Source: an optimization exercise on an open RTL-to-GDS flow (aim: small area and a short achievable clock period). Production flows keep margins and buffers that such runs may drop.
Function was checked by simulation only, so behaviour that the tests miss may differ from the original.
The flow treats the clock pin as an ideal source, which a real chip does not have.
Power figures rest on the tool's default switching activity, not on a simulated workload.

west:
// execStage
module execStage (
    input  logic               clk,
    input  logic               rstN,
    input  logic [32-1:0]   instr,
    input  logic [32-1:0]   pc,
    input  logic               instrValid,
    input  logic [32-1:0]   readData,       
    output logic [32-1:0]   memAddr,
    output logic [32-1:0]   memWriteData,
    output logic               memWrite,
    output logic [32-1:0]   pcNext
);
    logic [6:0]       op;
    logic [2:0]       f3;
    logic             isOp, isOpImm, isLoad, isStore, isBranch, isJal, isJalr, isLui;
    logic             regWrite;
    logic [32-1:0] rs1Data;
    logic [32-1:0] rs2Data;
    logic [32-1:0] immI, immU, immB, immJ;
    logic [32-1:0] addrImm;
    logic [32-1:0] addrSum;
    logic [32-1:0] brImm;
    logic [32-1:0] pcTarget;
    logic [32-1:0] pcPlus4;
    logic [32-1:0] result;
    assign op = instr[6:0];
    assign f3 = instr[14:12];
    assign isOp     = (op == 7'b0110011);
    assign isOpImm  = (op == 7'b0010011);
    assign isLoad   = (op == 7'b0000011);
    assign isStore  = (op == 7'b0100011);
    assign isBranch = (op == 7'b1100011);
    assign isJal    = (op == 7'b1101111);
    assign isJalr   = (op == 7'b1100111);
    assign isLui    = (op == 7'b0110111);
    assign regWrite = isOp | isOpImm | isLoad | isJal | isJalr | isLui;
    assign immI = {{20{instr[31]}}, instr[31:20]};
    assign immU = {instr[31:12], 12'b0};
    assign immB = {{20{instr[31]}}, instr[7], instr[30:25], instr[11:8], 1'b0};
    assign immJ = {{12{instr[31]}}, instr[19:12], instr[20], instr[30:21], 1'b0};
    regFile regFile_i (
        .clk  (clk),
        .rstN (rstN),
        .we   (instrValid & regWrite),
        .ra1  (instr[19:15]),
        .ra2  (instr[24:20]),
        .wa   (instr[11:7]),
        .wd   (result),
        .rd1  (rs1Data),
        .rd2  (rs2Data)
    );
    assign addrImm = {immI[32-1:5], (op[5] & ~op[6]) ? instr[11:7] : instr[24:20]};
    fastAdd addrAdd_i (.a(rs1Data), .b(addrImm), .s(addrSum));
  ...
Size: ~5700 cells after synthesis, ~1000 flip-flops, about 200 I/O pins, ~54000 um2 of cells after synthesis.
==> module eqTree, before the edit <==
module eqTree (
    input  logic [31:0] a,
    input  logic [31:0] b,
    output logic        eq,
    output logic [1:0]  neHalf
);
    logic [31:0] diff;
    logic [7:0]  grpEq;
    genvar i;
    generate
        for (i = 0; i < 32; i++) begin : g_x
            gXor2 u (.a(a[i]), .b(b[i]), .y(diff[i]));
        end
        for (i = 0; i < 8; i++) begin : g_l1
            gNor4 u (.a(diff[4*i]), .b(diff[4*i+1]), .c(diff[4*i+2]), .d(diff[4*i+3]), .y(grpEq[i]));
        end
        for (i = 0; i < 2; i++) begin : g_l2
            gNand4 u (.a(grpEq[4*i]), .b(grpEq[4*i+1]), .c(grpEq[4*i+2]), .d(grpEq[4*i+3]), .y(neHalf[i]));
        end
    endgenerate
    gNor2 u_eq (.a(neHalf[0]), .b(neHalf[1]), .y(eq));
endmodule
==> module pcFinal, before the edit <==
module pcFinal (
    input  logic        jalr,
    input  logic        eq,
    input  logic [1:0]  neHalf,
    input  logic [31:0] jalrPc,
    input  logic [31:0] nextIfEq,
    input  logic [31:0] nextIfNe,
    output logic [31:0] pcNext
);
    genvar i;
    generate
        for (i = 0; i < 32; i++) begin : g_b
            logic t0, t1, t2, t3;
            gNand2 u0 (.a(jalr),      .b(jalrPc[i]),   .y(t0));
            gNand2 u1 (.a(eq),        .b(nextIfEq[i]), .y(t1));
            gNand2 u2 (.a(neHalf[0]), .b(nextIfNe[i]), .y(t2));
            gNand2 u3 (.a(neHalf[1]), .b(nextIfNe[i]), .y(t3));
            gNand4 u4 (.a(t0), .b(t1), .c(t2), .d(t3), .y(pcNext[i]));
        end
    endgenerate
endmodule
==> module execStage, before the edit <==
module execStage (
    input  logic               clk,
    input  logic               rstN,
    input  logic [32-1:0]   instr,
    input  logic [32-1:0]   pc,
    input  logic               instrValid,
    input  logic [32-1:0]   readData,       
    output logic [32-1:0]   memAddr,
    output logic [32-1:0]   memWriteData,
    output logic               memWrite,
    output logic [32-1:0]   pcNext
);
    logic [6:0]       op;
    logic [2:0]       f3;
    logic             isOp, isOpImm, isLoad, isStore, isBranch, isJal, isJalr, isLui;
    logic             regWrite;
    logic [32-1:0] rs1Data;
    logic [32-1:0] rs2Data;
    logic [32-1:0] immI, immU, immB, immJ;
    logic [32-1:0] addrImm;
    logic [32-1:0] addrSum;
    logic [32-1:0] brImm;
    logic [32-1:0] pcTarget;
    logic [32-1:0] pcPlus4;
    logic [32-1:0] result;
    assign op = instr[6:0];
    assign f3 = instr[14:12];
    assign isOp     = (op == 7'b0110011);
    assign isOpImm  = (op == 7'b0010011);
    assign isLoad   = (op == 7'b0000011);
    assign isStore  = (op == 7'b0100011);
    assign isBranch = (op == 7'b1100011);
    assign isJal    = (op == 7'b1101111);
    assign isJalr   = (op == 7'b1100111);
    assign isLui    = (op == 7'b0110111);
    assign regWrite = isOp | isOpImm | isLoad | isJal | isJalr | isLui;
    assign immI = {{20{instr[31]}}, instr[31:20]};
    assign immU = {instr[31:12], 12'b0};
    assign immB = {{20{instr[31]}}, instr[7], instr[30:25], instr[11:8], 1'b0};
    assign immJ = {{12{instr[31]}}, instr[19:12], instr[20], instr[30:21], 1'b0};
    regFile regFile_i (
        .clk  (clk),
        .rstN (rstN),
        .we   (instrValid & regWrite),
        .ra1  (instr[19:15]),
        .ra2  (instr[24:20]),
        .wa   (instr[11:7]),
        .wd   (result),
        .rd1  (rs1Data),
        .rd2  (rs2Data)
    );
    assign addrImm = {immI[32-1:5], (op[5] & ~op[6]) ? instr[11:7] : instr[24:20]};
    fastAdd addrAdd_i (.a(rs1Data), .b(addrImm), .s(addrSum));
    assign brImm    = op[3] ? immJ : immB;
    prefixAdd tgtAdd_i (.g(pc & brImm), .p(pc ^ brImm), .ci(1'b0), .s(pcTarget));
    assign pcPlus4  = pc + 4;
    logic eq;
    logic [1:0] neHalf;
    logic takeIfEq, takeIfNe;
    logic [32-1:0] nextIfEq, nextIfNe;
    eqTree eq_i (.a(rs1Data), .b(rs2Data), .eq(eq), .neHalf(neHalf));
    assign takeIfEq = isJal | (isBranch & ~f3[0]);
    assign takeIfNe = isJal | (isBranch & f3[0]);
    assign nextIfEq = isJalr ? '0 : (takeIfEq ? pcTarget : pcPlus4);
    assign nextIfNe = isJalr ? '0 : (takeIfNe ? pcTarget : pcPlus4);
    pcFinal pcFinal_i (
        .jalr     (isJalr),
        .eq       (eq),
        .neHalf   (neHalf),
        .jalrPc   ({addrSum[32-1:1], 1'b0}),
        .nextIfEq (nextIfEq),
        .nextIfNe (nextIfNe),
        .pcNext   (pcNext)
    );
    logic [32-1:0] other;
    always_comb begin
        if (op[2]) other = op[6] ? pcPlus4 : immU;      
        else       other = readData;                     
    end
    alu alu_i (
        .a      (rs1Data),
        .b      (op[5] ? rs2Data : immI),
        .f3     (f3),
        .sub    (op[5] & instr[30]),
        .useAlu (~op[2] & op[4]),                        
        .other  (other),
        .result (result)
    );
    assign memAddr      = addrSum;
    assign memWriteData = rs2Data;
    assign memWrite     = instrValid & isStore;
endmodule
==> flow/config.mk <==
export PLATFORM = sky130hd
export DESIGN_NAME = execStage
export DESIGN_NICKNAME = execStage
export VERILOG_FILES = /design/flow/design.v
export SDC_FILE = /design/flow/constraint.sdc
export NUM_CORES = 4
export LEC_CHECK = 0
export CAP_MARGIN = 20
export CORE_MARGIN = 2
export CORE_UTILIZATION = 50
export PLACE_DENSITY = 0.6
export SETUP_SLACK_MARGIN = 5
export SLEW_MARGIN = 20
export SYNTH_HIERARCHICAL = 1
export TNS_END_PERCENT = 0
==> flow/constraint.sdc <==
create_clock -name core_clock -period 13.5 [get_ports {clk}]
set_input_delay 2.7000 -clock core_clock [delete_from_list [all_inputs] [get_ports {clk}]]
set_output_delay 2.7000 -clock core_clock [all_outputs]
set_load 0.01 [all_outputs]
standard.sh (not shown) runs the stock make flow with config.mk's settings and CLKGATE_MAP_FILE= SYNTH_SCRIPT=/design/flow/synth_recipe.tcl, a recipe that flattens the netlist after the stock synthesis.
==> flow/flow/run.sh <==
#!/bin/bash
# Standard layout with two additions: ports get sky130_fd_sc_hd__buf_2 buffers
# (in place of the default delay-buffer cell), and an area-recovery pass
# (flow/post_cts.tcl) runs after clock-tree synthesis and its timing repair.
# make's full output is in make.log here; ORFS's per-step logs are under orfs/logs.
set -euo pipefail
here=$(pwd)
export POST_CTS_TCL="$here/flow/post_cts.tcl"
export BUFFER_PORTS_ARGS="-buffer_cell sky130_fd_sc_hd__buf_2"
bash standard.sh > "$here/make.log" 2>&1
Other scripts of this flow, unchanged in this note and not shown: flow/flow/downsize.tcl, flow/flow/post_cts.tcl
Per the final summary, west finished and its layout is clean on timing, DRC and antenna.
## Diff of input files: north against west
--- a/flow/design.v
+++ b/flow/design.v
@@ -130,12 +130,15 @@
 module gNand3 (input logic a, b, c, output logic y);
     assign y = ~(a & b & c);
 endmodule
 module gNor4 (input logic a, b, c, d, output logic y);
     assign y = ~(a | b | c | d);
 endmodule
+module gOr2 (input logic a, b, output logic y);
+    assign y = a | b;
+endmodule
 `timescale 1ns/1ps
 module alu (
     input  logic [32-1:0] a,
     input  logic [32-1:0] b,
     input  logic [2:0]       f3,
     input  logic             sub,
@@ -1073,48 +1076,49 @@
     gXor2  u_s_31 (.a(x[31]), .b(g5_31), .y(s[31]));
 endmodule
 module eqTree (
     input  logic [31:0] a,
     input  logic [31:0] b,
     output logic        eq,
-    output logic [1:0]  neHalf
+    output logic        ne
 );
     logic [31:0] diff;
     logic [7:0]  grpEq;
+    logic [1:0]  halfNe;
     genvar i;
     generate
         for (i = 0; i < 32; i++) begin : g_x
             gXor2 u (.a(a[i]), .b(b[i]), .y(diff[i]));
         end
         for (i = 0; i < 8; i++) begin : g_l1
             gNor4 u (.a(diff[4*i]), .b(diff[4*i+1]), .c(diff[4*i+2]), .d(diff[4*i+3]), .y(grpEq[i]));
         end
         for (i = 0; i < 2; i++) begin : g_l2
-            gNand4 u (.a(grpEq[4*i]), .b(grpEq[4*i+1]), .c(grpEq[4*i+2]), .d(grpEq[4*i+3]), .y(neHalf[i]));
+            gNand4 u (.a(grpEq[4*i]), .b(grpEq[4*i+1]), .c(grpEq[4*i+2]), .d(grpEq[4*i+3]), .y(halfNe[i]));
         end
     endgenerate
-    gNor2 u_eq (.a(neHalf[0]), .b(neHalf[1]), .y(eq));
+    gNor2 u_eq (.a(halfNe[0]), .b(halfNe[1]), .y(eq));
+    gOr2  u_ne (.a(halfNe[0]), .b(halfNe[1]), .y(ne));
 endmodule
 module pcFinal (
     input  logic        jalr,
     input  logic        eq,
-    input  logic [1:0]  neHalf,
+    input  logic        ne,
     input  logic [31:0] jalrPc,
     input  logic [31:0] nextIfEq,
     input  logic [31:0] nextIfNe,
     output logic [31:0] pcNext
 );
     genvar i;
     generate
         for (i = 0; i < 32; i++) begin : g_b
-            logic t0, t1, t2, t3;
-            gNand2 u0 (.a(jalr),      .b(jalrPc[i]),   .y(t0));
-            gNand2 u1 (.a(eq),        .b(nextIfEq[i]), .y(t1));
-            gNand2 u2 (.a(neHalf[0]), .b(nextIfNe[i]), .y(t2));
-            gNand2 u3 (.a(neHalf[1]), .b(nextIfNe[i]), .y(t3));
-            gNand4 u4 (.a(t0), .b(t1), .c(t2), .d(t3), .y(pcNext[i]));
+            logic t0, t1, t2;
+            gNand2 u0 (.a(jalr), .b(jalrPc[i]),   .y(t0));
+            gNand2 u1 (.a(eq),   .b(nextIfEq[i]), .y(t1));
+            gNand2 u2 (.a(ne),   .b(nextIfNe[i]), .y(t2));
+            gNand3 u3 (.a(t0), .b(t1), .c(t2), .y(pcNext[i]));
         end
     endgenerate
 endmodule
 `timescale 1ns/1ps
 module execStage (
     input  logic               clk,
@@ -1169,25 +1173,24 @@
     );
     assign addrImm = {immI[32-1:5], (op[5] & ~op[6]) ? instr[11:7] : instr[24:20]};
     fastAdd addrAdd_i (.a(rs1Data), .b(addrImm), .s(addrSum));
     assign brImm    = op[3] ? immJ : immB;
     prefixAdd tgtAdd_i (.g(pc & brImm), .p(pc ^ brImm), .ci(1'b0), .s(pcTarget));
     assign pcPlus4  = pc + 4;
-    logic eq;
-    logic [1:0] neHalf;
+    logic eq, ne;
     logic takeIfEq, takeIfNe;
     logic [32-1:0] nextIfEq, nextIfNe;
-    eqTree eq_i (.a(rs1Data), .b(rs2Data), .eq(eq), .neHalf(neHalf));
+    eqTree eq_i (.a(rs1Data), .b(rs2Data), .eq(eq), .ne(ne));
     assign takeIfEq = isJal | (isBranch & ~f3[0]);
     assign takeIfNe = isJal | (isBranch & f3[0]);
     assign nextIfEq = isJalr ? '0 : (takeIfEq ? pcTarget : pcPlus4);
     assign nextIfNe = isJalr ? '0 : (takeIfNe ? pcTarget : pcPlus4);
     pcFinal pcFinal_i (
         .jalr     (isJalr),
         .eq       (eq),
-        .neHalf   (neHalf),
+        .ne       (ne),
         .jalrPc   ({addrSum[32-1:1], 1'b0}),
         .nextIfEq (nextIfEq),
         .nextIfNe (nextIfNe),
         .pcNext   (pcNext)
     );
     logic [32-1:0] other;
[summary]
Relative slew slack: north vs west up 2.0 points
Compared with west, in north final worst setup slack has decreased, combinational logic power has decreased, fmax has decreased, first-pass GRT wire length has decreased, shortest period the worst path allows has increased.
Total met3 wirelength after detailed routing was lower in north than in west.
In the flow results for west and north, the count of clock-buffer cells in the layout is larger on north.
Looking at combinational fraction of design power, north sits 0.3 points below west.
The group drawing the most power comes out sequential cells in one run and the clock network in the other, namely in north and west respectively.
Of west and north, the run reporting the lower tapcell count was north.
[north] design area fell 3.4% relative to west
Routed via count shrinks by a few percent when moving from west to north.

---

Setup of main:
execStage again, from the RTL that the note above started with.
make LEC_CHECK=0 CAP_MARGIN=20 CORE_MARGIN=2 CORE_UTILIZATION=50 PLACE_DENSITY=0.6 SETUP_SLACK_MARGIN=5 SLEW_MARGIN=20 SYNTH_HIERARCHICAL=1 TNS_END_PERCENT=0 finish   # period 13.5 ns
run.sh (not shown) runs the stock make flow with config.mk's settings and CLKGATE_MAP_FILE= SYNTH_SCRIPT=/design/flow/synth_recipe.tcl, a recipe that flattens the netlist after the stock synthesis.
Stock flow here: none of the scripts above is used.
main completed; timing, DRC and antenna clean
For the feature branch, these inputs were changed with respect to main:
--- a/flow/design.v
+++ b/flow/design.v
@@ -132,8 +132,11 @@
 endmodule
 module gNor4 (input logic a, b, c, d, output logic y);
     assign y = ~(a | b | c | d);
 endmodule
+module gOr2 (input logic a, b, output logic y);
+    assign y = a | b;
+endmodule
 `timescale 1ns/1ps
 module alu (
     input  logic [32-1:0] a,
     input  logic [32-1:0] b,
@@ -1075,12 +1078,13 @@
 module eqTree (
     input  logic [31:0] a,
     input  logic [31:0] b,
     output logic        eq,
-    output logic [1:0]  neHalf
+    output logic        ne
 );
     logic [31:0] diff;
     logic [7:0]  grpEq;
+    logic [1:0]  halfNe;
     genvar i;
     generate
         for (i = 0; i < 32; i++) begin : g_x
             gXor2 u (.a(a[i]), .b(b[i]), .y(diff[i]));
@@ -1088,31 +1092,31 @@
         for (i = 0; i < 8; i++) begin : g_l1
             gNor4 u (.a(diff[4*i]), .b(diff[4*i+1]), .c(diff[4*i+2]), .d(diff[4*i+3]), .y(grpEq[i]));
         end
         for (i = 0; i < 2; i++) begin : g_l2
-            gNand4 u (.a(grpEq[4*i]), .b(grpEq[4*i+1]), .c(grpEq[4*i+2]), .d(grpEq[4*i+3]), .y(neHalf[i]));
+            gNand4 u (.a(grpEq[4*i]), .b(grpEq[4*i+1]), .c(grpEq[4*i+2]), .d(grpEq[4*i+3]), .y(halfNe[i]));
         end
     endgenerate
-    gNor2 u_eq (.a(neHalf[0]), .b(neHalf[1]), .y(eq));
+    gNor2 u_eq (.a(halfNe[0]), .b(halfNe[1]), .y(eq));
+    gOr2  u_ne (.a(halfNe[0]), .b(halfNe[1]), .y(ne));
 endmodule
 module pcFinal (
     input  logic        jalr,
     input  logic        eq,
-    input  logic [1:0]  neHalf,
+    input  logic        ne,
     input  logic [31:0] jalrPc,
     input  logic [31:0] nextIfEq,
     input  logic [31:0] nextIfNe,
     output logic [31:0] pcNext
 );
     genvar i;
     generate
         for (i = 0; i < 32; i++) begin : g_b
-            logic t0, t1, t2, t3;
-            gNand2 u0 (.a(jalr),      .b(jalrPc[i]),   .y(t0));
-            gNand2 u1 (.a(eq),        .b(nextIfEq[i]), .y(t1));
-            gNand2 u2 (.a(neHalf[0]), .b(nextIfNe[i]), .y(t2));
-            gNand2 u3 (.a(neHalf[1]), .b(nextIfNe[i]), .y(t3));
-            gNand4 u4 (.a(t0), .b(t1), .c(t2), .d(t3), .y(pcNext[i]));
+            logic t0, t1, t2;
+            gNand2 u0 (.a(jalr), .b(jalrPc[i]),   .y(t0));
+            gNand2 u1 (.a(eq),   .b(nextIfEq[i]), .y(t1));
+            gNand2 u2 (.a(ne),   .b(nextIfNe[i]), .y(t2));
+            gNand3 u3 (.a(t0), .b(t1), .c(t2), .y(pcNext[i]));
         end
     endgenerate
 endmodule
 `timescale 1ns/1ps
@@ -1171,21 +1175,20 @@
     fastAdd addrAdd_i (.a(rs1Data), .b(addrImm), .s(addrSum));
     assign brImm    = op[3] ? immJ : immB;
     prefixAdd tgtAdd_i (.g(pc & brImm), .p(pc ^ brImm), .ci(1'b0), .s(pcTarget));
     assign pcPlus4  = pc + 4;
-    logic eq;
-    logic [1:0] neHalf;
+    logic eq, ne;
     logic takeIfEq, takeIfNe;
     logic [32-1:0] nextIfEq, nextIfNe;
-    eqTree eq_i (.a(rs1Data), .b(rs2Data), .eq(eq), .neHalf(neHalf));
+    eqTree eq_i (.a(rs1Data), .b(rs2Data), .eq(eq), .ne(ne));
     assign takeIfEq = isJal | (isBranch & ~f3[0]);
     assign takeIfNe = isJal | (isBranch & f3[0]);
     assign nextIfEq = isJalr ? '0 : (takeIfEq ? pcTarget : pcPlus4);
     assign nextIfNe = isJalr ? '0 : (takeIfNe ? pcTarget : pcPlus4);
     pcFinal pcFinal_i (
         .jalr     (isJalr),
         .eq       (eq),
-        .neHalf   (neHalf),
+        .ne       (ne),
         .jalrPc   ({addrSum[32-1:1], 1'b0}),
         .nextIfEq (nextIfEq),
         .nextIfNe (nextIfNe),
         .pcNext   (pcNext)
==> summary.txt <==
The feature branch against main: total via count after detailed routing went down, total core area shows a reduction of about 1%. In summary, the feature branch completed successfully, with a layout that passed the timing, DRC and antenna checks. Between the feature branch and main, it is the feature branch whose arrival time reported for the critical path endpoint is higher, by 0.29 ns. On die area, the feature branch and main are neck and neck. Wire length of the first global-routing pass on the feature branch is down relative to main. In the feature branch relative to main, routed wire length had gone down by a few percent. The feature branch against main: number of distinct library cell variants in the gate-level netlist after synthesis rose 1, critical path depth fell 1. Summary of the feature branch over main: fraction of final layout cells with drive strength greater than 1 fell by 4.5 points; design area dropped 3.9%; share of power burned in combinational logic shows a reduction of 0.6 points; utilization lower. Final cycle utilization of the critical path, the feature branch and main, higher one = the feature branch. Compared with main, the feature branch shows a growth of design area from synthesis to finish that is 4.6 points lower.

[separate check: timing with driven ports]
The results above use ideal ports. As a check the final layouts listed here were re-extracted and re-timed, cells and wires unchanged.
Step 1 (the two cells are an assumption about what drives the block):
set clk [get_ports {clk}]
set_driving_cell -lib_cell sky130_fd_sc_hd__clkbuf_16 $clk
set_driving_cell -lib_cell sky130_fd_sc_hd__buf_2 [delete_from_list [all_inputs] $clk]
Step 2 adds t to the input delays and takes it off the output delays; t is the mean of the earliest and latest rising clock arrival at the registers after step 1. Input paths then give back, and output paths get back, about the clock's delay inside the block.
Slacks: ideal / step 1 / step 2; pairs: ideal / step 1.
run	shift t [ns]	setup WS [ns]	worst setup path after step 2	latest minus earliest clock arrival (ns)	worst register clock-pin slew, ns
west	0.791	4.347 / 4.325 / 4.213	input to register	0.092 / 0.091	0.07 / 0.07
north	0.781	4.080 / 4.045 / 3.801	input to register	0.053 / 0.054	0.07 / 0.07
main	0.802	4.336 / 4.292 / 4.139	input to register	0.102 / 0.103	0.07 / 0.07
the feature branch	0.786	4.055 / 4.006 / 3.986	input to register	0.081 / 0.081	0.07 / 0.07
After both steps every run listed still meets setup and hold. For north, which loses most, drivers alone change the setup slack by -0.035 ns; drivers and shift together by -0.279 ns.
